Source: an optimization exercise on an open RTL-to-GDS flow (aim: small area). Production flows keep margins and buffers that such runs may drop.
Only simulation tests tie the RTL to the original design; equivalence was not proved.
The clock port is modelled as an ideal driver; clocking choices that lean on that would not hold on a real chip.
Power figures rest on the tool's default switching activity, not on a simulated workload.

== oak ==
// reram_activation_buffer
module reram_activation_buffer #(
   parameter int NUM_NEURONS = 256,
   parameter int IDX_W       = 8,
   parameter int IN_W        = 16,
   parameter int OUT_W       = 8,
   parameter int SHIFT       = 4
) (
   input  logic                   clk,
   input  logic                   rst,
   input  logic                   in_valid,
   input  logic [IDX_W-1:0]       in_idx,
   input  logic signed [IN_W-1:0] in_value,
   output logic                   out_valid,
   input  logic                   out_ready,
   output logic [OUT_W-1:0]       out_data,
   output logic [IDX_W-1:0]       out_idx,
   output logic                   out_last,
   output logic                   frame_done,
   output logic                   drop_err,
   output logic                   dup_err,
   input  logic                   err_clear,
   output logic                   argmax_valid,
   output logic [IDX_W-1:0]       argmax_idx
);
   localparam int NW = NUM_NEURONS;
   logic                   drain;      
   logic [IDX_W-1:0]       cnt;        
   logic [NW-1:0]          bitmap;
   logic [OUT_W-1:0]       mem [NW];
   logic [IDX_W-1:0]       ra;
   logic [OUT_W-1:0]       rd_data;
   logic                   wr_en;
   logic                   is_dup;
   logic                   enter_drain;
   logic                   hs;
   logic                   last_hs;
   logic signed [IN_W-1:0] shifted;
   logic [OUT_W-1:0]       act_val;
   assign shifted = in_value >>> SHIFT;
   always_comb begin
      act_val = shifted[OUT_W-1:0];
      if (in_value[IN_W-1])
         act_val = '0;
      else if (|shifted[IN_W-2:OUT_W])
         act_val = '1;
   end
   assign wr_en = !drain && in_valid;
   assign ra    = cnt + IDX_W'(out_valid);
   localparam int K  = 8;
   localparam int KW = 3;             
   localparam int NG = NW / K;
   logic [K-1:0]     ra_oh;
   logic [OUT_W-1:0] grp_data [NG];
   always_comb begin
      for (int j = 0; j < K; j++)
         ra_oh[j] = (ra[KW-1:0] == KW'(j));
      for (int g = 0; g < NG; g++) begin
         grp_data[g] = '0;
         for (int j = 0; j < K; j++)
            grp_data[g] = grp_data[g] | (mem[K*g+j] & {OUT_W{ra_oh[j]}});
      end
   end
   assign rd_data = grp_data[ra[IDX_W-1:KW]];
   logic [NW-1:0] wsel;
   always_comb begin
      for (int i = 0; i < NW; i++)
         wsel[i] = wr_en && (in_idx == IDX_W'(i));
   end
  ...
export LEC_CHECK = 0
export CAP_MARGIN = 20
export CORE_MARGIN = 2
export CORE_UTILIZATION = 40
export CTS_BUF_LIST = sky130_fd_sc_hd__clkbuf_8
export CTS_CLUSTER_DIAMETER = 60
export CTS_CLUSTER_SIZE = 16
export SLEW_MARGIN = 20
create_clock -name core_clock -period 6.0 [get_ports {clk}]
run.sh (not shown) runs the stock make flow with config.mk's settings and CLKGATE_MAP_FILE= SYNTH_SCRIPT=/design/flow/synth_recipe.tcl, a recipe that flattens the netlist after the stock synthesis.
oak: done, clean on timing, DRC and antenna
Modified inputs, pine compared to oak
- PLACE_DENSITY now 0.72, previously not set
- CORE_UTILIZATION now 60, was 40
Findings:
- Status: maximum frequency parity (pine, oak)
- met1 track utilization from global routing in pine is 18 points above oak.
- Comparing pine with oak, the number of antenna-violating nets in the routed design came out essentially unchanged.
- Total power sits lower in pine than in oak.
- Max-slew violation total from the final report: pine vs oak identical
- Looking at pine and oak, the combinational share of power is a wash.
- The global-route usage in pine sits 12 points above the value recorded for oak.
- Measured against pine, the height of the chip of oak comes out at 1.2 times the reference value.
- Final instance area: higher on oak


Setup of job 101:
Another version of the RTL of reram_activation_buffer (not shown whole).
Size: about 5200 cells after synthesis, roughly 2400 flip-flops, about 0.087 mm² of cells after synthesis.
clock: 6.0 ns
lec_check: 0
cap_margin: 20
core_margin: 2
core_utilization: 60
cts_buf_list: sky130_fd_sc_hd__clkbuf_8
cts_cluster_diameter: 60
cts_cluster_size: 16
place_density: 0.72
slew_margin: 20
standard.sh (not shown) runs the stock make flow with config.mk's settings and CLKGATE_MAP_FILE= SYNTH_SCRIPT=/design/flow/synth_recipe.tcl, a recipe that flattens the netlist after the stock synthesis.
==> flow/flow/run.sh <==
#!/bin/bash
set -euo pipefail
export CTS_ARGS="-sink_clustering_enable -repair_clock_nets -dont_use_dummy_load -buf_list sky130_fd_sc_hd__clkbuf_8 -sink_clustering_size 16 -sink_clustering_max_diameter 60"
export BUFFER_PORTS_ARGS="-buffer_cell sky130_fd_sc_hd__buf_1"
bash standard.sh > standard.log 2>&1
Changes in job 102 relative to job 101:
Settings: CORE_UTILIZATION changed from 60 to 65; PLACE_DENSITY changed from 0.72 to 0.76.
--- outcome ---
Die height (job 102 over job 101): decrease, 15 µm. Diff job 102..job 101 | fraction of the mapped netlist area in compound gates | unchanged. Job 102 has clock-buffer cell count below what job 101 had. Changes observed in job 102 relative to job 101: final critical path time including I/O delays and setup -0.31 ns; initial standard-cell utilization of the core increased 4.9 points; area of combinational cells with multiple inputs saw little to no change. Compared job 101 against job 102; design area within noise. Re switching power of the nets: job 101 was higher than job 102. Changes observed in job 102 relative to job 101: sum of met3 wire segment lengths after detailed routing increased by about 1% relative to the old numbers; final design utilization increased by 5.1 points relative to the old numbers. Combinational cell power: job 101 and job 102 compared, lower one is job 102.

## re-timing with driven ports
In the flow no input, the clock included, has a driving cell. The finished layouts below were timed again as built, in two steps. Step 1, drivers: a clkbuf_16 drives clk and a buf_2 each remaining input, both assumed. Step 2 also shifts input and output timing later by t, the mid clock arrival at the registers, as if the neighbouring blocks saw the same clock. a / b / c = ideal ports / drivers / drivers and shift; a / b = the first two.
run | shift t [ns] | setup WS [ns] | worst setup path after step 2 | cell pins on the clock port's net
oak | 1.044 | 0.341 / 0.341 / 0.306 | input to register | 1
pine | 1.065 | 0.337 / 0.337 / 0.337 | register to register | 1
job 101 | 0.995 | 0.460 / 0.460 / 0.312 | input to register | 1
job 102 | 1.022 | 0.772 / 0.772 / 0.772 | register to register | 1
After both steps every run listed still meets setup and hold. For job 101, which loses most, drivers alone change the setup slack by 0.000 ns; drivers and shift together by -0.148 ns.
